From an optimization exercise on the open Yosys and OpenROAD flow, aimed at small area, a short achievable clock period and few clock cycles per item; shortcuts taken in it are not production practice. At most, simulation tests tie the RTL to the original design; equivalence was not proved.

==> inputs of build 35 <==
Design compression_ratio_reset_monitor_unit, start of the top module:
module compression_ratio_reset_monitor_unit (
    input  wire logic                               aclk,
    input  wire logic                               aresetn,
    input  wire logic                               s_valid,
    output logic                                    s_ready,
    input  wire logic [63:0]                        s_data,
    output logic                                    m_valid,
    input  wire logic                               m_ready,
    output logic [57:0]                             m_data,
    input  wire logic                               psel,
    input  wire logic                               penable,
    input  wire logic                               pwrite,
    input  wire logic [crrm_pkg::ADDR_BITS-1:0]     paddr,
    input  wire logic [crrm_pkg::DATA_BITS-1:0]     pwdata,
    output logic [crrm_pkg::DATA_BITS-1:0]          prdata,
    output logic                                    pready
);
clock: 9.0 ns
lec_check: 0
cap_margin: 20
core_margin: 2
core_utilization: 60
setup_slack_margin: 4.0
slew_margin: 20
run.sh (not shown) runs the stock make flow with config.mk's settings and CLKGATE_MAP_FILE= SYNTH_SCRIPT=/design/flow/synth_recipe.tcl, a recipe that flattens the netlist after the stock synthesis.
==> trial 28: changes against build 35 <==
--- a/flow/design.v
+++ b/flow/design.v
@@ -230,48 +230,57 @@
                                               input logic [AW-1:0] y,
                                               input logic [AW-1:0] z,
                                               input logic          c0);
         csa_a = {((x[AW-2:0] & y[AW-2:0]) | (x[AW-2:0] & z[AW-2:0]) | (y[AW-2:0] & z[AW-2:0])), c0,
                  x ^ y ^ z};
     endfunction
-    function automatic logic [AW-1:0] mul_step(input logic [RB-1:0] acc,
-                                               input logic [RB-1:0] d,
-                                               input logic [MB-1:0] g,
-                                               input logic          neg);
+    function automatic logic [AW-1:0] avg_alu(input logic          entry,
+                                              input logic          last,
+                                              input logic [RB-1:0] q,
+                                              input logic [RB-1:0] avg,
+                                              input logic [RB-1:0] acc,
+                                              input logic [RB-1:0] d,
+                                              input logic [MB-1:0] g,
+                                              input logic          neg);
         logic [7:0][AW-1:0] o;
+        logic               ci;
         logic [2*AW-1:0]    l1a;
         logic [2*AW-1:0]    l1b;
         logic [2*AW-1:0]    l2a;
         logic [2*AW-1:0]    l2b;
         logic [2*AW-1:0]    l3;
         logic [2*AW-1:0]    l4;
-        o[0] = AW'(acc);
-        for (int k = 0; k < MB; k++) begin
-            o[k+1] = g[k] ? (AW'(d) << k) : '0;
+        o = '0;
+        if (entry) begin
+            o[0] = AW'(q);
+            o[1] = ~(AW'(avg));
+            ci   = 1'b1;
+        end else if (last) begin
+            o[0] = AW'(avg);
+            o[1] = AW'(acc ^ {RB{neg}});
+            ci   = neg;
+        end else begin
+            o[0] = AW'(acc);
+            for (int k = 0; k < MB; k++) begin
+                o[k+1] = g[k] ? (AW'(d) << k) : '0;
+            end
+            o[7] = neg ? AW'(g) : '0;
+            ci   = 1'b0;
         end
-        o[7] = neg ? AW'(g) : '0;
-        l1a = csa_a(o[0], o[1], o[2], 1'b0);
+        l1a = csa_a(o[0], o[1], o[2], ci);
         l1b = csa_a(o[3], o[4], o[5], 1'b0);
         l2a = csa_a(l1a[AW-1:0], l1a[2*AW-1:AW], l1b[AW-1:0], 1'b0);
         l2b = csa_a(l1b[2*AW-1:AW], o[6], o[7], 1'b0);
         l3  = csa_a(l2a[AW-1:0], l2a[2*AW-1:AW], l2b[AW-1:0], 1'b0);
         l4  = csa_a(l3[AW-1:0], l3[2*AW-1:AW], l2b[2*AW-1:AW], 1'b0);
-        mul_step = l4[AW-1:0] + l4[2*AW-1:AW];
+        avg_alu = l4[AW-1:0] + l4[2*AW-1:AW];
     endfunction
-    logic [RB:0] sd_raw;
-    logic [RB:0] fd_raw;
-    logic [RB:0] sadd;
-    logic [RB:0] fadd;
-    assign ssum = mul_step(sacc_q, sdiff_q, sg_chunk, !sup_q);
-    assign fsum = mul_step(facc_q, fdiff_q, fg_chunk, !fup_q);
-    assign sd_raw = {1'b0, qratio} - {1'b0, eff_savg};
-    assign fd_raw = {1'b0, qratio} - {1'b0, eff_favg};
-    assign sadd = {eff_savg, 1'b1} + {sacc_q ^ {RB{!sup_q}}, !sup_q};
-    assign fadd = {eff_favg, 1'b1} + {facc_q ^ {RB{!fup_q}}, !fup_q};
-    assign snew = !warm ? ratio_q : sadd[RB:1];
-    assign fnew = !warm ? ratio_q : fadd[RB:1];
+    assign ssum = avg_alu(!mbusy_q, commit, qratio, eff_savg, sacc_q, sdiff_q, sg_chunk, !sup_q);
+    assign fsum = avg_alu(!mbusy_q, commit, qratio, eff_favg, facc_q, fdiff_q, fg_chunk, !fup_q);
+    assign snew = !warm ? ratio_q : ssum[RB-1:0];
+    assign fnew = !warm ? ratio_q : fsum[RB-1:0];
     function automatic logic [2*TB-1:0] csa_t(input logic [TB-1:0] x,
                                               input logic [TB-1:0] y,
                                               input logic [TB-1:0] z,
                                               input logic          c0);
         csa_t = {((x[TB-2:0] & y[TB-2:0]) | (x[TB-2:0] & z[TB-2:0]) | (y[TB-2:0] & z[TB-2:0])), c0,
                  x ^ y ^ z};
@@ -325,16 +334,16 @@
                 raw_out_q[i] <= s_data[CB-1:0];
             end
         end
         if (q_take) begin
             ratio_q <= qratio;
             rgt_q   <= qratio_gt;
-            sup_q   <= !sd_raw[RB];
-            fup_q   <= !fd_raw[RB];
-            sdiff_q <= sd_raw[RB-1:0] ^ {RB{sd_raw[RB]}};
-            fdiff_q <= fd_raw[RB-1:0] ^ {RB{fd_raw[RB]}};
+            sup_q   <= !ssum[AW-1];
+            fup_q   <= !fsum[AW-1];
+            sdiff_q <= ssum[RB-1:0] ^ {RB{ssum[AW-1]}};
+            fdiff_q <= fsum[RB-1:0] ^ {RB{fsum[AW-1]}};
             sacc_q  <= '0;
             facc_q  <= '0;
         end else if (mbusy_q && !commit) begin
             sacc_q  <= ssum[AW-1:MB];
             facc_q  <= fsum[AW-1:MB];
         end
- CORE_UTILIZATION: 60 -> 40
==> trial 67: changes against build 35 <==
--- a/flow/design.v
+++ b/flow/design.v
@@ -216,19 +216,25 @@
     logic [AW-1:0]    fsum;
     logic [RB-1:0]    snew;
     logic [RB-1:0]    fnew;
     logic             clr;
     logic [MB-1:0]    sg_chunk;
     logic [MB-1:0]    fg_chunk;
-    logic [MB*(MC+1)-1:0] sg_ext;
-    logic [MB*(MC+1)-1:0] fg_ext;
+    logic [MB-1:0]    sg_next;
+    logic [MB-1:0]    fg_next;
+    logic [MB-1:0]    sgc_q;
+    logic [MB-1:0]    fgc_q;
+    logic [MB*(MC+2)-1:0] sg_ext;
+    logic [MB*(MC+2)-1:0] fg_ext;
     logic             lt32;
-    assign sg_ext   = (MB*(MC+1))'({sg_q, (MB*MC-GB)'(0)});
-    assign fg_ext   = (MB*(MC+1))'({fg_q, (MB*MC-GB)'(0)});
-    assign sg_chunk = sg_ext[MB*32'(mcnt_q) +: MB];
-    assign fg_chunk = fg_ext[MB*32'(mcnt_q) +: MB];
+    assign sg_ext   = (MB*(MC+2))'({sg_q, (MB*MC-GB)'(0)});
+    assign fg_ext   = (MB*(MC+2))'({fg_q, (MB*MC-GB)'(0)});
+    assign sg_chunk = sgc_q;
+    assign fg_chunk = fgc_q;
+    assign sg_next  = q_take ? sg_ext[MB-1:0] : sg_ext[MB*(32'(mcnt_q) + 1) +: MB];
+    assign fg_next  = q_take ? fg_ext[MB-1:0] : fg_ext[MB*(32'(mcnt_q) + 1) +: MB];
     function automatic logic [2*AW-1:0] csa_a(input logic [AW-1:0] x,
                                               input logic [AW-1:0] y,
                                               input logic [AW-1:0] z,
                                               input logic          c0);
         csa_a = {((x[AW-2:0] & y[AW-2:0]) | (x[AW-2:0] & z[AW-2:0]) | (y[AW-2:0] & z[AW-2:0])), c0,
                  x ^ y ^ z};
@@ -339,12 +345,14 @@
             facc_q  <= fsum[AW-1:MB];
         end
         if (commit) begin
             savg_q <= snew;
             favg_q <= fnew;
         end
+        sgc_q <= sg_next;
+        fgc_q <= fg_next;
     end
     always_ff @(posedge aclk) begin
         if (!aresetn) begin
             la_q     <= 1'b1;
             zp_q     <= 1'b1;
             dbusy_q  <= '0;
@@ -396,12 +404,19 @@
                 if (accept) begin
                     dspec_q[nd] <= 1'b0;
                     la_q        <= nd;
                     zp_q        <= 1'b0;
                 end
             end
+            if (ce_q) begin
+                for (int i = 0; i < 2; i++) begin
+                    if (dbusy_q[i] && dspec_q[i] && !s_valid && !(succ_acc && (sd == 1'(i)))) begin
+                        dbusy_q[i] <= 1'b0;
+                    end
+                end
+            end
             if (q_take) begin
                 mbusy_q <= 1'b1;
                 mcnt_q  <= '0;
                 early_q <= early_clr;
                 if (early_clr) begin
                     ce_q <= 1'b1;
- CORE_UTILIZATION: 60 -> 40
- CTS_CLUSTER_DIAMETER: unset -> 60
- CTS_CLUSTER_SIZE: unset -> 30
==> comparison <==
Trial 67 finished with timing, DRC and antenna clean. Trial 28 produced a clean layout. Build 35 finished clean.
The highest wire length belongs to trial 28, the lowest to build 35.
Count of clock-buffer cells in the layout, highest first: trial 28, build 35, trial 67.
Flip-flop and latch count: build 35 is lower than trial 67 (12).
In via count, trial 67 and trial 28 hardly differ.
Synthesized area, lowest first: trial 28, build 35, trial 67.
Critical path depth, lowest first: trial 67, build 35, trial 28.
Register-to-register slack: trial 28 < build 35 < trial 67.
Of build 35 and trial 67, trial 67 has the higher synthesized cell count (gap about 0.4%, measured against trial 67).
Core utilization, lowest first: trial 67, trial 28, build 35.
Of trial 28 and trial 67, trial 67 has the higher die area (gap about 3.4%, measured against trial 67).
==> figures <==
Run status: build 35 no timing/DRC/antenna violations; trial 67 no timing/DRC/antenna violations; trial 28 no timing/DRC/antenna violations
Worst r2r src: build 35 mcnt_q[1]; trial 67 fdiff_q[5]; trial 28 mcnt_q[0]
Starting density of the core: build 35 60.8%; trial 67 40.4%; trial 28 40.3%
Critical hold path startpoint: build 35 early_q; trial 67 quo_q[8]; trial 28 quo_q[32]
Flop-to-flop setup slack: build 35 3.27 ns; trial 67 3.96 ns; trial 28 2.61 ns
PostCTS Resize Cnt: build 35 220; trial 67 210; trial 28 363
Final clock period utilization by the worst path: build 35 63.6%; trial 67 56.0%; trial 28 71.0%
Critical path endpoint: build 35 sacc_q[8]; trial 67 facc_q[17]; trial 28 fdiff_q[6]
Number of cells on the worst reg-to-reg path: build 35 23; trial 67 20; trial 28 26
Time the worst path needs with I/O delays and setup: build 35 5.73 ns; trial 67 5.04 ns; trial 28 6.39 ns
Worst-case headroom to the max-slew limit: build 35 25.0%; trial 67 32.4%; trial 28 28.2%
Number of standard cells after synthesis: build 35 5736; trial 67 5760; trial 28 5612
Amount of wire on met3 after detailed routing: build 35 7770 um; trial 67 8020 um; trial 28 8800 um
Pre-CTS setup slack: build 35 2.33 ns; trial 67 2.54 ns; trial 28 1.42 ns
DIE WIDTH: build 35 301 um; trial 67 369 um; trial 28 363 um
Simple-Gate Fraction of Synth Area: build 35 13.9%; trial 67 13.0%; trial 28 13.4%
NumNets Final: build 35 6989; trial 67 6962; trial 28 6810
Non-clock buffers, area share: build 35 5.91%; trial 67 5.15%; trial 28 7.18%
Post-synth cell types: build 35 99; trial 67 88; trial 28 85
Cell at the slowest stage of the critical path: build 35 sky130_fd_sc_hd__fa_1; trial 67 sky130_fd_sc_hd__fa_2; trial 28 sky130_fd_sc_hd__a22oi_1
Testbench counts of trial 67, summed over its fixed seeds: cycles 10,001, items 1,920.
The RTL of build 35 and trial 28 was laid out without a check of its function.


==> run a <==
==> flow/design.v <==
`timescale 1ns / 1ps
`default_nettype none
package crrm_pkg;
    localparam int COUNT_BITS   = 32;
    localparam int FRAC_BITS    = 16;
    localparam int RATIO_BITS   = FRAC_BITS + 3;
    localparam int GAIN_BITS    = 16;
    localparam int PAGES_BITS   = 7;
    localparam int ADDR_BITS    = 5;
    localparam int DATA_BITS    = 32;
    localparam int INDEX_BITS   = 3;
    localparam int SLOW_GAIN_INIT   = 33;
    localparam int FAST_GAIN_INIT   = 3277;
    localparam int RATIO_LIMIT_INIT = 52429;
    localparam int WARMUP_INIT      = 64;
    localparam logic [INDEX_BITS-1:0] REG_RESET_ENABLE = 3'd0;
    localparam logic [INDEX_BITS-1:0] REG_SLOW_GAIN    = 3'd1;
    localparam logic [INDEX_BITS-1:0] REG_FAST_GAIN    = 3'd2;
    localparam logic [INDEX_BITS-1:0] REG_RATIO_LIMIT  = 3'd3;
    localparam logic [INDEX_BITS-1:0] REG_WARMUP_PAGES = 3'd4;
    localparam int DIV_K      = 2;
    localparam int DIV_CYC    = (RATIO_BITS + 1 + DIV_K - 1) / DIV_K;
    localparam int DIV_STEPS  = DIV_K * DIV_CYC;
    localparam int DIV_SHIFT  = DIV_STEPS - FRAC_BITS;
    localparam int REM_BITS   = COUNT_BITS + DIV_SHIFT + 1;
    localparam int MUL_B      = 2;
    localparam int MUL_CYC    = GAIN_BITS / MUL_B;
endpackage
`default_nettype wire
`timescale 1ns / 1ps
`timescale 1ns / 1ps
`timescale 1ns / 1ps
`timescale 1ns / 1ps
`default_nettype none
module compression_ratio_reset_monitor_unit (
    input  wire logic                               aclk,
    input  wire logic                               aresetn,
    input  wire logic                               s_valid,
    output logic                                    s_ready,
    input  wire logic [63:0]                        s_data,
    output logic                                    m_valid,
    input  wire logic                               m_ready,
    output logic [57:0]                             m_data,
    input  wire logic                               psel,
    input  wire logic                               penable,
    input  wire logic                               pwrite,
    input  wire logic [crrm_pkg::ADDR_BITS-1:0]     paddr,
    input  wire logic [crrm_pkg::DATA_BITS-1:0]     pwdata,
    output logic [crrm_pkg::DATA_BITS-1:0]          prdata,
    output logic                                    pready
);
    localparam int RB  = crrm_pkg::RATIO_BITS;
    localparam int CB  = crrm_pkg::COUNT_BITS;
    localparam int K   = crrm_pkg::DIV_K;
    localparam int NS  = crrm_pkg::DIV_STEPS;
    localparam int NC  = crrm_pkg::DIV_CYC;
    localparam int SH  = crrm_pkg::DIV_SHIFT;
    localparam int W   = crrm_pkg::REM_BITS;
    localparam int MB  = crrm_pkg::MUL_B;
    localparam int MC  = crrm_pkg::MUL_CYC;
    localparam int DCB = $clog2(NC);
    localparam int MCB = $clog2(MC + 1);
    logic                              re_q;
    logic [crrm_pkg::GAIN_BITS-1:0]    sg_q;
    logic [crrm_pkg::GAIN_BITS-1:0]    fg_q;
    logic [RB-1:0]                     lim_q;
    logic [crrm_pkg::PAGES_BITS-1:0]   wu_q;
    logic [crrm_pkg::INDEX_BITS-1:0]   reg_index;
    logic                              cfg_write;
    assign pready    = 1'b1;
    assign reg_index = paddr[crrm_pkg::ADDR_BITS-1:2];
    assign cfg_write = psel && penable && pwrite;
    always_ff @(posedge aclk) begin
        if (!aresetn) begin
            re_q  <= 1'b0;
            sg_q  <= crrm_pkg::GAIN_BITS'(crrm_pkg::SLOW_GAIN_INIT);
            fg_q  <= crrm_pkg::GAIN_BITS'(crrm_pkg::FAST_GAIN_INIT);
            lim_q <= RB'(crrm_pkg::RATIO_LIMIT_INIT);
            wu_q  <= crrm_pkg::PAGES_BITS'(crrm_pkg::WARMUP_INIT);
        end else if (cfg_write) begin
            case (reg_index)
                crrm_pkg::REG_RESET_ENABLE: re_q  <= pwdata[0];
                crrm_pkg::REG_SLOW_GAIN:    sg_q  <= pwdata[crrm_pkg::GAIN_BITS-1:0];
                crrm_pkg::REG_FAST_GAIN:    fg_q  <= pwdata[crrm_pkg::GAIN_BITS-1:0];
                crrm_pkg::REG_RATIO_LIMIT:  lim_q <= pwdata[RB-1:0];
                crrm_pkg::REG_WARMUP_PAGES: wu_q  <= pwdata[crrm_pkg::PAGES_BITS-1:0];
                default: begin
                end
            endcase
        end
    end
    always_comb begin
        case (reg_index)
            crrm_pkg::REG_RESET_ENABLE: prdata = crrm_pkg::DATA_BITS'(re_q);
            crrm_pkg::REG_SLOW_GAIN:    prdata = crrm_pkg::DATA_BITS'(sg_q);
            crrm_pkg::REG_FAST_GAIN:    prdata = crrm_pkg::DATA_BITS'(fg_q);
            crrm_pkg::REG_RATIO_LIMIT:  prdata = crrm_pkg::DATA_BITS'(lim_q);
            crrm_pkg::REG_WARMUP_PAGES: prdata = crrm_pkg::DATA_BITS'(wu_q);
            default:                    prdata = '0;
        endcase
    end
    logic [CB-1:0]   prev_in_q;
    logic [CB-1:0]   prev_out_q;
    logic [W-1:0]    rem_q;         
    logic [CB-1:0]   den_q;
    logic [NS-1:0]   quo_q;
    logic [DCB-1:0]  dcnt_q;
    logic            dbusy_q;       
    logic            dspec_q;       
    logic            qfull_q;       
    logic [RB-1:0]   ratio_q;
    logic [RB-1:0]   sdiff_q;
    logic [RB-1:0]   fdiff_q;
    logic [RB-1:0]   sacc_q;
    logic [RB-1:0]   facc_q;
    logic            sup_q;
    logic            fup_q;
    logic            early_q;       
    logic [MCB-1:0]  mcnt_q;
    logic            mbusy_q;
    logic [RB-1:0]   savg_q;
    logic [RB-1:0]   favg_q;
    logic            clr_q;         
    logic [crrm_pkg::PAGES_BITS-1:0] pages_q;
    logic            mvalid_q;
    logic            ce_q;          
    assign m_valid = mvalid_q;
    assign m_data  = {ratio_q, savg_q, favg_q, clr_q};
    logic [W-1:0]    dvs;
    logic [W-1:0]    rem_step [0:K];
    logic [K-1:0]    qbits;
    assign dvs = W'({den_q, SH'(0)});
    always_comb begin
        rem_step[0] = rem_q;
        for (int i = 0; i < K; i++) begin
            rem_step[i+1] = {rem_step[i][W-2:0], 1'b0}
                            + (dvs ^ {W{!rem_step[i][W-1]}})
                            + W'(!rem_step[i][W-1]);
            qbits[K-1-i] = !rem_step[i+1][W-1];
        end
    end
    logic            m_free;
    logic            q_take;
    logic            last_cyc;
    logic            step_en;
    logic            dload;
    logic            accept;
    logic            succ_acc;
    logic [RB-1:0]   qratio;
    logic [CB-1:0]   ld_num;
    logic [CB-1:0]   ld_den;
    logic [RB-1:0]   eff_savg;
    logic [RB-1:0]   eff_favg;
    logic            warm;
    logic            early_clr;
    logic            qratio_gt;
    logic            rgt_q;         
    logic            commit;
    assign ld_num   = s_data[CB-1:0] - prev_out_q;
    assign ld_den   = s_data[2*CB-1:CB] - prev_in_q;
    assign warm     = (pages_q >= wu_q);
    assign eff_savg = clr_q ? '0 : savg_q;
    assign eff_favg = clr_q ? '0 : favg_q;
    assign qratio   = (|quo_q[NS-1:RB]) ? {RB{1'b1}} : quo_q[RB-1:0];
    assign m_free    = !mbusy_q && (!mvalid_q || m_ready);
    assign q_take    = qfull_q && m_free && !ce_q;
    assign qratio_gt = (qratio > lim_q);
    assign early_clr = re_q && warm && qratio_gt;
    assign last_cyc  = (dcnt_q == DCB'(NC - 1));
    assign step_en   = dbusy_q && !ce_q && (!qfull_q || q_take) && !(dspec_q && last_cyc);
    assign s_ready   = dbusy_q && dspec_q && !qfull_q && !ce_q;
    assign accept    = s_valid && s_ready;
    assign dload     = s_valid && !ce_q && (!dbusy_q || (step_en && last_cyc));
    assign succ_acc  = qfull_q || (dbusy_q && !dspec_q);
    assign commit    = mbusy_q && (mcnt_q == MCB'(MC));
    logic [RB+MB-1:0] ssum;
    logic [RB+MB-1:0] fsum;
    logic [RB-1:0]    snew;
    logic [RB-1:0]    fnew;
    logic             clr;
    logic [MB-1:0]    sg_chunk;
    logic [MB-1:0]    fg_chunk;
    logic [RB:0]      sd_raw;
    logic [RB:0]      fd_raw;
    logic [RB+3:0]    cmp_t;
    logic [RB+3:0]    cmp_a;
    logic [RB+3:0]    cmp_b;
    logic [RB+3:0]    cmp_c;
    logic [RB+3:0]    cmp_s;
    logic [RB+3:0]    cmp_v;
    logic [RB:0]      sadd;
    logic [RB:0]      fadd;
    assign sg_chunk = sg_q[MB*32'(mcnt_q[MCB-2:0]) +: MB];
    assign fg_chunk = fg_q[MB*32'(mcnt_q[MCB-2:0]) +: MB];
    function automatic logic [RB+MB-1:0] mul_step(input logic [RB-1:0] acc,
                                                  input logic [RB-1:0] d,
                                                  input logic [1:0]    g,
                                                  input logic          neg);
        logic [RB+1:0] a;
        logic [RB+1:0] b;
        logic [RB+1:0] c;
        logic [RB+1:0] sv;
        logic [RB+1:0] cv;
        a  = {2'b00, acc};
        b  = g[0] ? {2'b00, d} : '0;
        c  = g[1] ? {1'b0, d, (g[0] && neg)} : {{(RB+1){1'b0}}, (g[0] && neg)};
        sv = a ^ b ^ c;
        cv = {((a[RB:0] & b[RB:0]) | (a[RB:0] & c[RB:0]) | (b[RB:0] & c[RB:0])), (g[1] && neg)};
        mul_step = sv + cv + (RB+2)'(g[1] && neg);
    endfunction
    assign ssum = mul_step(sacc_q, sdiff_q, sg_chunk, !sup_q);
    assign fsum = mul_step(facc_q, fdiff_q, fg_chunk, !fup_q);
    assign sd_raw = {1'b0, qratio} - {1'b0, eff_savg};
    assign fd_raw = {1'b0, qratio} - {1'b0, eff_favg};
    assign sadd = {eff_savg, 1'b1} + {sacc_q ^ {RB{!sup_q}}, !sup_q};
    assign fadd = {eff_favg, 1'b1} + {facc_q ^ {RB{!fup_q}}, !fup_q};
    assign snew = !warm ? ratio_q : sadd[RB:1];
    assign fnew = !warm ? ratio_q : fadd[RB:1];
    assign cmp_a = {3'b000, fnew, 1'b0};
    assign cmp_b = ~{3'b000, snew, 1'b0};
    assign cmp_c = ~{4'b0000, snew};
    assign cmp_s = cmp_a ^ cmp_b ^ cmp_c;
    assign cmp_v = {((cmp_a[RB+2:0] & cmp_b[RB+2:0]) | (cmp_a[RB+2:0] & cmp_c[RB+2:0])
                     | (cmp_b[RB+2:0] & cmp_c[RB+2:0])), 1'b1};
    assign cmp_t = cmp_s + cmp_v;
    assign clr   = re_q && warm && (!cmp_t[RB+3] || rgt_q);
    always_ff @(posedge aclk) begin
        if (ce_q) begin
            if (succ_acc) begin
                rem_q <= W'(prev_out_q);
                den_q <= prev_in_q;
            end
        end else if (dload) begin
            rem_q <= W'(ld_num);
            den_q <= ld_den;
        end else if (step_en) begin
            rem_q <= rem_step[K];
        end
        if (step_en) begin
            quo_q <= {quo_q[NS-K-1:0], qbits};
        end
        if (q_take) begin
            ratio_q <= qratio;
            rgt_q   <= qratio_gt;
            sup_q   <= !sd_raw[RB];
            fup_q   <= !fd_raw[RB];
            sdiff_q <= sd_raw[RB-1:0] ^ {RB{sd_raw[RB]}};
            fdiff_q <= fd_raw[RB-1:0] ^ {RB{fd_raw[RB]}};
            sacc_q  <= '0;
            facc_q  <= '0;
        end else if (mbusy_q && !commit) begin
            sacc_q  <= ssum[RB+MB-1:MB];
            facc_q  <= fsum[RB+MB-1:MB];
        end
        if (commit) begin
            savg_q <= snew;
            favg_q <= fnew;
        end
    end
    always_ff @(posedge aclk) begin
        if (!aresetn) begin
            prev_in_q  <= '0;
            prev_out_q <= '0;
            dbusy_q    <= 1'b0;
            dspec_q    <= 1'b0;
            qfull_q    <= 1'b0;
            dcnt_q     <= '0;
            mbusy_q    <= 1'b0;
            mcnt_q     <= '0;
            early_q    <= 1'b0;
            clr_q      <= 1'b1;
            pages_q    <= '0;
            mvalid_q   <= 1'b0;
            ce_q       <= 1'b0;
        end else begin
            ce_q <= 1'b0;
            if (q_take) begin
                qfull_q <= 1'b0;
            end
            if (ce_q) begin
                if (succ_acc) begin
                    dbusy_q <= 1'b1;
                    dspec_q <= 1'b0;
                    qfull_q <= 1'b0;
                    dcnt_q  <= '0;
                end else begin
                    prev_in_q  <= '0;
                    prev_out_q <= '0;
                    dbusy_q    <= 1'b0;
                end
            end else begin
                if (step_en) begin
                    dcnt_q <= dcnt_q + 1'b1;
                    if (last_cyc) begin
                        qfull_q <= 1'b1;
                        dbusy_q <= 1'b0;
                    end
                end
                if (dbusy_q && dspec_q && !s_valid) begin
                    dbusy_q <= 1'b0;
                end
                if (dload) begin
                    dbusy_q <= 1'b1;
                    dspec_q <= 1'b1;
                    dcnt_q  <= '0;
                end
                if (accept) begin
                    dspec_q    <= 1'b0;
                    prev_in_q  <= s_data[2*CB-1:CB];
                    prev_out_q <= s_data[CB-1:0];
                end
            end
            if (q_take) begin
                mbusy_q <= 1'b1;
                mcnt_q  <= '0;
                early_q <= early_clr;
                if (early_clr) begin
                    ce_q <= 1'b1;
                end
            end else if (mbusy_q) begin
                mcnt_q <= mcnt_q + 1'b1;
            end
            if (commit) begin
                mbusy_q  <= 1'b0;
                mvalid_q <= 1'b1;
                clr_q    <= clr;
                if (clr) begin
                    pages_q <= '0;
                    if (!early_q) begin
                        ce_q <= 1'b1;
                    end
                end else if (pages_q != {crrm_pkg::PAGES_BITS{1'b1}}) begin
                    pages_q <= pages_q + 1'b1;
                end
            end else if (m_ready) begin
                mvalid_q <= 1'b0;
            end
        end
    end
endmodule
`default_nettype wire
==> flow/run.sh <==
#!/bin/bash
# synth_recipe.tcl (not shown) runs the flow's synth.tcl, then flattens the netlist and writes it again
# the make line also repeats each setting of config.mk as NAME=value (left out here)
make -C /OpenROAD-flow-scripts/flow DESIGN_CONFIG=/design/flow/config.mk WORK_HOME=/design/flow/orfs CLKGATE_MAP_FILE= SYNTH_SCRIPT=/design/flow/synth_recipe.tcl finish
==> flow/config.mk <==
export PLATFORM = sky130hd
export DESIGN_NAME = compression_ratio_reset_monitor_unit
export DESIGN_NICKNAME = compression_ratio_reset_monitor_unit
export VERILOG_FILES = /design/flow/design.v
export SDC_FILE = /design/flow/constraint.sdc
export NUM_CORES = 4
export LEC_CHECK = 0
export CAP_MARGIN = 20
export CORE_MARGIN = 2
export CORE_UTILIZATION = 40
export SETUP_SLACK_MARGIN = 4.0
export SLEW_MARGIN = 20
==> flow/constraint.sdc <==
create_clock -name core_clock -period 9.0 [get_ports {aclk}]
set_input_delay 1.8000 -clock core_clock [delete_from_list [all_inputs] [get_ports {aclk}]]
set_output_delay 1.8000 -clock core_clock [all_outputs]
set_load 0.01 [all_outputs]
==> run b (differences from run a) <==
==> flow/design.v, changed modules only <==
module compression_ratio_reset_monitor_unit (
    input  wire logic                               aclk,
    input  wire logic                               aresetn,
    input  wire logic                               s_valid,
    output logic                                    s_ready,
    input  wire logic [63:0]                        s_data,
    output logic                                    m_valid,
    input  wire logic                               m_ready,
    output logic [57:0]                             m_data,
    input  wire logic                               psel,
    input  wire logic                               penable,
    input  wire logic                               pwrite,
    input  wire logic [crrm_pkg::ADDR_BITS-1:0]     paddr,
    input  wire logic [crrm_pkg::DATA_BITS-1:0]     pwdata,
    output logic [crrm_pkg::DATA_BITS-1:0]          prdata,
    output logic                                    pready
);
    localparam int RB  = crrm_pkg::RATIO_BITS;
    localparam int CB  = crrm_pkg::COUNT_BITS;
    localparam int K   = crrm_pkg::DIV_K;
    localparam int NS  = crrm_pkg::DIV_STEPS;
    localparam int NC  = crrm_pkg::DIV_CYC;
    localparam int SH  = crrm_pkg::DIV_SHIFT;
    localparam int W   = crrm_pkg::REM_BITS;
    localparam int MB  = crrm_pkg::MUL_B;
    localparam int MC  = crrm_pkg::MUL_CYC;
    localparam int DCB = $clog2(NC);
    localparam int MCB = $clog2(MC + 1);
    logic                              re_q;
    logic [crrm_pkg::GAIN_BITS-1:0]    sg_q;
    logic [crrm_pkg::GAIN_BITS-1:0]    fg_q;
    logic [RB-1:0]                     lim_q;
    logic [crrm_pkg::PAGES_BITS-1:0]   wu_q;
    logic [crrm_pkg::INDEX_BITS-1:0]   reg_index;
    logic                              cfg_write;
    assign pready    = 1'b1;
    assign reg_index = paddr[crrm_pkg::ADDR_BITS-1:2];
    assign cfg_write = psel && penable && pwrite;
    always_ff @(posedge aclk) begin
        if (!aresetn) begin
            re_q  <= 1'b0;
            sg_q  <= crrm_pkg::GAIN_BITS'(crrm_pkg::SLOW_GAIN_INIT);
            fg_q  <= crrm_pkg::GAIN_BITS'(crrm_pkg::FAST_GAIN_INIT);
            lim_q <= RB'(crrm_pkg::RATIO_LIMIT_INIT);
            wu_q  <= crrm_pkg::PAGES_BITS'(crrm_pkg::WARMUP_INIT);
        end else if (cfg_write) begin
            case (reg_index)
                crrm_pkg::REG_RESET_ENABLE: re_q  <= pwdata[0];
                crrm_pkg::REG_SLOW_GAIN:    sg_q  <= pwdata[crrm_pkg::GAIN_BITS-1:0];
                crrm_pkg::REG_FAST_GAIN:    fg_q  <= pwdata[crrm_pkg::GAIN_BITS-1:0];
                crrm_pkg::REG_RATIO_LIMIT:  lim_q <= pwdata[RB-1:0];
                crrm_pkg::REG_WARMUP_PAGES: wu_q  <= pwdata[crrm_pkg::PAGES_BITS-1:0];
                default: begin
                end
            endcase
        end
    end
    always_comb begin
        case (reg_index)
            crrm_pkg::REG_RESET_ENABLE: prdata = crrm_pkg::DATA_BITS'(re_q);
            crrm_pkg::REG_SLOW_GAIN:    prdata = crrm_pkg::DATA_BITS'(sg_q);
            crrm_pkg::REG_FAST_GAIN:    prdata = crrm_pkg::DATA_BITS'(fg_q);
            crrm_pkg::REG_RATIO_LIMIT:  prdata = crrm_pkg::DATA_BITS'(lim_q);
            crrm_pkg::REG_WARMUP_PAGES: prdata = crrm_pkg::DATA_BITS'(wu_q);
            default:                    prdata = '0;
        endcase
    end
    logic [CB-1:0]   prev_in_q;
    logic [CB-1:0]   prev_out_q;
    logic [W-1:0]    rem_q;         
    logic [CB-1:0]   den_q;
    logic [NS-1:0]   quo_q;
    logic [DCB-1:0]  dcnt_q;
    logic            dbusy_q;       
    logic            dspec_q;       
    logic            qfull_q;       
    logic [RB-1:0]   ratio_q;
    logic [RB-1:0]   sdiff_q;
    logic [RB-1:0]   fdiff_q;
    logic [RB-1:0]   sacc_q;
    logic [RB-1:0]   facc_q;
    logic            sup_q;
    logic            fup_q;
    logic            early_q;       
    logic [MCB-1:0]  mcnt_q;
    logic            mbusy_q;
    logic [RB-1:0]   savg_q;
    logic [RB-1:0]   favg_q;
    logic            clr_q;         
    logic [crrm_pkg::PAGES_BITS-1:0] pages_q;
    logic            mvalid_q;
    logic            ce_q;          
    assign m_valid = mvalid_q;
    assign m_data  = {ratio_q, savg_q, favg_q, clr_q};
    logic [W-1:0]    dvs;
    logic [W-1:0]    rem_step [0:K];
    logic [K-1:0]    qbits;
    assign dvs = W'({den_q, SH'(0)});
    always_comb begin
        rem_step[0] = rem_q;
        for (int i = 0; i < K; i++) begin
            if (rem_step[i][W-1]) begin
                rem_step[i+1] = {rem_step[i][W-2:0], 1'b0} + dvs;
            end else begin
                rem_step[i+1] = {rem_step[i][W-2:0], 1'b0} - dvs;
            end
            qbits[K-1-i] = !rem_step[i+1][W-1];
        end
    end
    logic            m_free;
    logic            q_take;
    logic            last_cyc;
    logic            step_en;
    logic            dload;
    logic            accept;
    logic            succ_acc;
    logic [RB-1:0]   qratio;
    logic [CB-1:0]   ld_num;
    logic [CB-1:0]   ld_den;
    logic [RB-1:0]   eff_savg;
    logic [RB-1:0]   eff_favg;
    logic            warm;
    logic            early_clr;
    logic            commit;
    assign ld_num   = s_data[CB-1:0] - prev_out_q;
    assign ld_den   = s_data[2*CB-1:CB] - prev_in_q;
    assign warm     = (pages_q >= wu_q);
    assign eff_savg = clr_q ? '0 : savg_q;
    assign eff_favg = clr_q ? '0 : favg_q;
    assign qratio   = (|quo_q[NS-1:RB]) ? {RB{1'b1}} : quo_q[RB-1:0];
    assign m_free    = !mbusy_q && (!mvalid_q || m_ready);
    assign q_take    = qfull_q && m_free && !ce_q;
    assign early_clr = re_q && warm && (qratio > lim_q);
    assign last_cyc  = (dcnt_q == DCB'(NC - 1));
    assign step_en   = dbusy_q && !ce_q && (!qfull_q || q_take) && !(dspec_q && last_cyc);
    assign s_ready   = dbusy_q && dspec_q && !qfull_q && !ce_q;
    assign accept    = s_valid && s_ready;
    assign dload     = s_valid && !ce_q && (!dbusy_q || (step_en && last_cyc));
    assign succ_acc  = qfull_q || (dbusy_q && !dspec_q);
    assign commit    = mbusy_q && (mcnt_q == MCB'(MC));
    logic [RB+MB-1:0] ssum;
    logic [RB+MB-1:0] fsum;
    logic [RB-1:0]    snew;
    logic [RB-1:0]    fnew;
    logic             clr;
    always_comb begin
        ssum = (RB+MB)'(sacc_q);
        fsum = (RB+MB)'(facc_q);
        for (int b = 0; b < MB; b++) begin
            if (sg_q[MB*32'(mcnt_q[MCB-2:0]) + b]) ssum = ssum + ((RB+MB)'(sdiff_q) << b);
            if (fg_q[MB*32'(mcnt_q[MCB-2:0]) + b]) fsum = fsum + ((RB+MB)'(fdiff_q) << b);
        end
    end
    assign snew = !warm ? ratio_q : (sup_q ? eff_savg + sacc_q : eff_savg - sacc_q);
    assign fnew = !warm ? ratio_q : (fup_q ? eff_favg + facc_q : eff_favg - facc_q);
    assign clr  = re_q && warm
                  && (({1'b0, fnew, 1'b0} > ({2'b00, snew} + {1'b0, snew, 1'b0}))
                      || (ratio_q > lim_q));
    always_ff @(posedge aclk) begin
        if (ce_q) begin
            if (succ_acc) begin
                rem_q <= W'(prev_out_q);
                den_q <= prev_in_q;
            end
        end else if (dload) begin
            rem_q <= W'(ld_num);
            den_q <= ld_den;
        end else if (step_en) begin
            rem_q <= rem_step[K];
        end
        if (step_en) begin
            quo_q <= {quo_q[NS-K-1:0], qbits};
        end
        if (q_take) begin
            ratio_q <= qratio;
            sup_q   <= (qratio >= eff_savg);
            fup_q   <= (qratio >= eff_favg);
            sdiff_q <= (qratio >= eff_savg) ? qratio - eff_savg : eff_savg - qratio;
            fdiff_q <= (qratio >= eff_favg) ? qratio - eff_favg : eff_favg - qratio;
            sacc_q  <= '0;
            facc_q  <= '0;
        end else if (mbusy_q && !commit) begin
            sacc_q  <= ssum[RB+MB-1:MB];
            facc_q  <= fsum[RB+MB-1:MB];
        end
        if (commit) begin
            savg_q <= snew;
            favg_q <= fnew;
        end
    end
    always_ff @(posedge aclk) begin
        if (!aresetn) begin
            prev_in_q  <= '0;
            prev_out_q <= '0;
            dbusy_q    <= 1'b0;
            dspec_q    <= 1'b0;
            qfull_q    <= 1'b0;
            dcnt_q     <= '0;
            mbusy_q    <= 1'b0;
            mcnt_q     <= '0;
            early_q    <= 1'b0;
            clr_q      <= 1'b1;
            pages_q    <= '0;
            mvalid_q   <= 1'b0;
            ce_q       <= 1'b0;
        end else begin
            ce_q <= 1'b0;
            if (q_take) begin
                qfull_q <= 1'b0;
            end
            if (ce_q) begin
                if (succ_acc) begin
                    dbusy_q <= 1'b1;
                    dspec_q <= 1'b0;
                    qfull_q <= 1'b0;
                    dcnt_q  <= '0;
                end else begin
                    prev_in_q  <= '0;
                    prev_out_q <= '0;
                    dbusy_q    <= 1'b0;
                end
            end else begin
                if (step_en) begin
                    dcnt_q <= dcnt_q + 1'b1;
                    if (last_cyc) begin
                        qfull_q <= 1'b1;
                        dbusy_q <= 1'b0;
                    end
                end
                if (dbusy_q && dspec_q && !s_valid) begin
                    dbusy_q <= 1'b0;
                end
                if (dload) begin
                    dbusy_q <= 1'b1;
                    dspec_q <= 1'b1;
                    dcnt_q  <= '0;
                end
                if (accept) begin
                    dspec_q    <= 1'b0;
                    prev_in_q  <= s_data[2*CB-1:CB];
                    prev_out_q <= s_data[CB-1:0];
                end
            end
            if (q_take) begin
                mbusy_q <= 1'b1;
                mcnt_q  <= '0;
                early_q <= early_clr;
                if (early_clr) begin
                    ce_q <= 1'b1;
                end
            end else if (mbusy_q) begin
                mcnt_q <= mcnt_q + 1'b1;
            end
            if (commit) begin
                mbusy_q  <= 1'b0;
                mvalid_q <= 1'b1;
                clr_q    <= clr;
                if (clr) begin
                    pages_q <= '0;
                    if (!early_q) begin
                        ce_q <= 1'b1;
                    end
                end else if (pages_q != {crrm_pkg::PAGES_BITS{1'b1}}) begin
                    pages_q <= pages_q + 1'b1;
                end
            end else if (m_ready) begin
                mvalid_q <= 1'b0;
            end
        end
    end
endmodule
SETUP_SLACK_MARGIN = not set   (was 4.0)
==> run c (differences from run a) <==
--- a/flow/design.v
+++ b/flow/design.v
@@ -128,16 +128,36 @@
     assign m_data  = {ratio_q, savg_q, favg_q, clr_q};
     logic [W-1:0]    dvs;
-    logic [W-1:0]    rem_step [0:K];
+    logic [W-1:0]    rem_step [K:K];
     logic [K-1:0]    qbits;
     assign dvs = W'({den_q, SH'(0)});
-    always_comb begin
-        rem_step[0] = rem_q;
-        for (int i = 0; i < K; i++) begin
-            rem_step[i+1] = {rem_step[i][W-2:0], 1'b0}
-                            + (dvs ^ {W{!rem_step[i][W-1]}})
-                            + W'(!rem_step[i][W-1]);
-            qbits[K-1-i] = !rem_step[i+1][W-1];
-        end
-    end
+    logic [W-1:0]    dvs_m;         
+    logic            dvs_c;         
+    logic [W-1:0]    r1;
+    logic [W-1:0]    cand_x_n;      
+    logic [W-1:0]    cand_x_p;
+    logic [W-1:0]    cand_y;
+    logic [W-1:0]    cand_n;
+    logic [W-1:0]    cand_p;
+    logic [W-1:0]    r2;
+    function automatic logic [W-1:0] add3(input logic [W-1:0] x,
+                                          input logic [W-1:0] y,
+                                          input logic [W-1:0] z);
+        logic [W-1:0] sv;
+        logic [W-1:0] cv;
+        sv = x ^ y ^ z;
+        cv = {((x[W-2:0] & y[W-2:0]) | (x[W-2:0] & z[W-2:0]) | (y[W-2:0] & z[W-2:0])), 1'b0};
+        add3 = sv + cv;
+    endfunction
+    assign dvs_c    = !rem_q[W-1];
+    assign dvs_m    = dvs ^ {W{dvs_c}};
+    assign r1       = {rem_q[W-2:0], 1'b0} + dvs_m + W'(dvs_c);
+    assign cand_y   = {dvs_m[W-2:0], 1'b0};
+    assign cand_x_n = {rem_q[W-3:0], dvs_c, 1'b1};
+    assign cand_x_p = {rem_q[W-3:0], dvs_c, 1'b0};
+    assign cand_n   = add3(cand_x_n, cand_y, ~dvs);
+    assign cand_p   = add3(cand_x_p, cand_y, dvs);
+    assign r2       = r1[W-1] ? cand_p : cand_n;
+    assign qbits    = {!r1[W-1], !r2[W-1]};
+    assign rem_step[K] = r2;
     logic            m_free;
     logic            q_take;
SETUP_SLACK_MARGIN = 5.0   (was 4.0)
==> comparison table <==
| quantity | run c | run b | run a |
|---|---|---|---|
| Capturing instance or port of the critical path | pages_q[4] | rem_q[31] | quo_q[0] |
| Post-synthesis share of cell area spent on and, or, nand and nor gates | 16.12% | 16.69% | 17.65% |
| Overall die height | 292.1 µm | 293.3 µm | 281.7 µm |
| XOR/XNOR Fraction of Synth Area | 8.888% | 9.074% | 10.48% |
| Area of all placed cells without fillers | 42980 µm² | 37810 µm² | 38450 µm² |
| Met3 layer wire length in the routed design | 6.055 mm | 5.187 mm | 4.337 mm |
| Antenna fix cells | 5 | 0 | 0 |
| Buffer count excluding the clock tree in the final layout | 414 | 200 | 392 |
| Die area | 85340 µm² | 86030 µm² | 79340 µm² |
| Final min period | 5161 ps | 8367 ps | 5651 ps |
| Unrepaired setup endpoints after global routing | yes | no | yes |
| WHS | 442.1 ps | 444.2 ps | 428.0 ps |
| Number of nets in the finished design | 4724 | 4616 | 4333 |
| Number of multi-input logic gates | 2929 | 3230 | 2846 |
| Standard cell area after detailed placement | 36690 µm² | 36200 µm² | 33540 µm² |
| Run status | finished clean | finished clean | finished clean |
| Initial core utilization | 40.44% | 40.20% | 40.54% |
| Share of cell area taken by multi-input logic gates | 58.04% | 60.11% | 56.08% |
Testbench counts of run c, summed over its fixed seeds: cycles 19,433, items 1,920.
Only the layout flow was run in run a and run b; the RTL was not checked for function there.

## afterwards: timing with drivers on the ports
The results above use ideal ports. As a check the final layouts listed here were re-extracted and re-timed, cells and wires unchanged.
Step 1: set_driving_cell puts a clkbuf_16 on aclk and a buf_2 on each other input, an assumption about the parent block.
Step 2 also shifts input and output timing later by t, the mid clock arrival at the registers, as if the neighbouring blocks saw the same clock.
a / b / c = ideal / step 1 / step 2; a / b = the first two.
| run | shift t [ns] | setup WS [ns] | pins driven straight from the clock port |
|---|---|---|---|
| build 35 | 0.726 | 3.273 / 3.273 / 3.273 | 1 |
| trial 28 | 0.726 | 2.611 / 2.611 / 2.611 | 1 |
| trial 67 | 0.763 | 3.957 / 3.957 / 3.423 | 1 |
| run a | 0.665 | 3.349 / 3.349 / 2.960 | 1 |
| run b | 0.666 | 0.633 / 0.633 / 0.633 | 1 |
| run c | 0.660 | 3.839 / 3.839 / 3.839 | 1 |
After both steps setup and hold are still met in every run listed. For trial 67, which loses most, drivers alone change the setup slack by 0.000 ns; drivers and shift together by -0.534 ns.
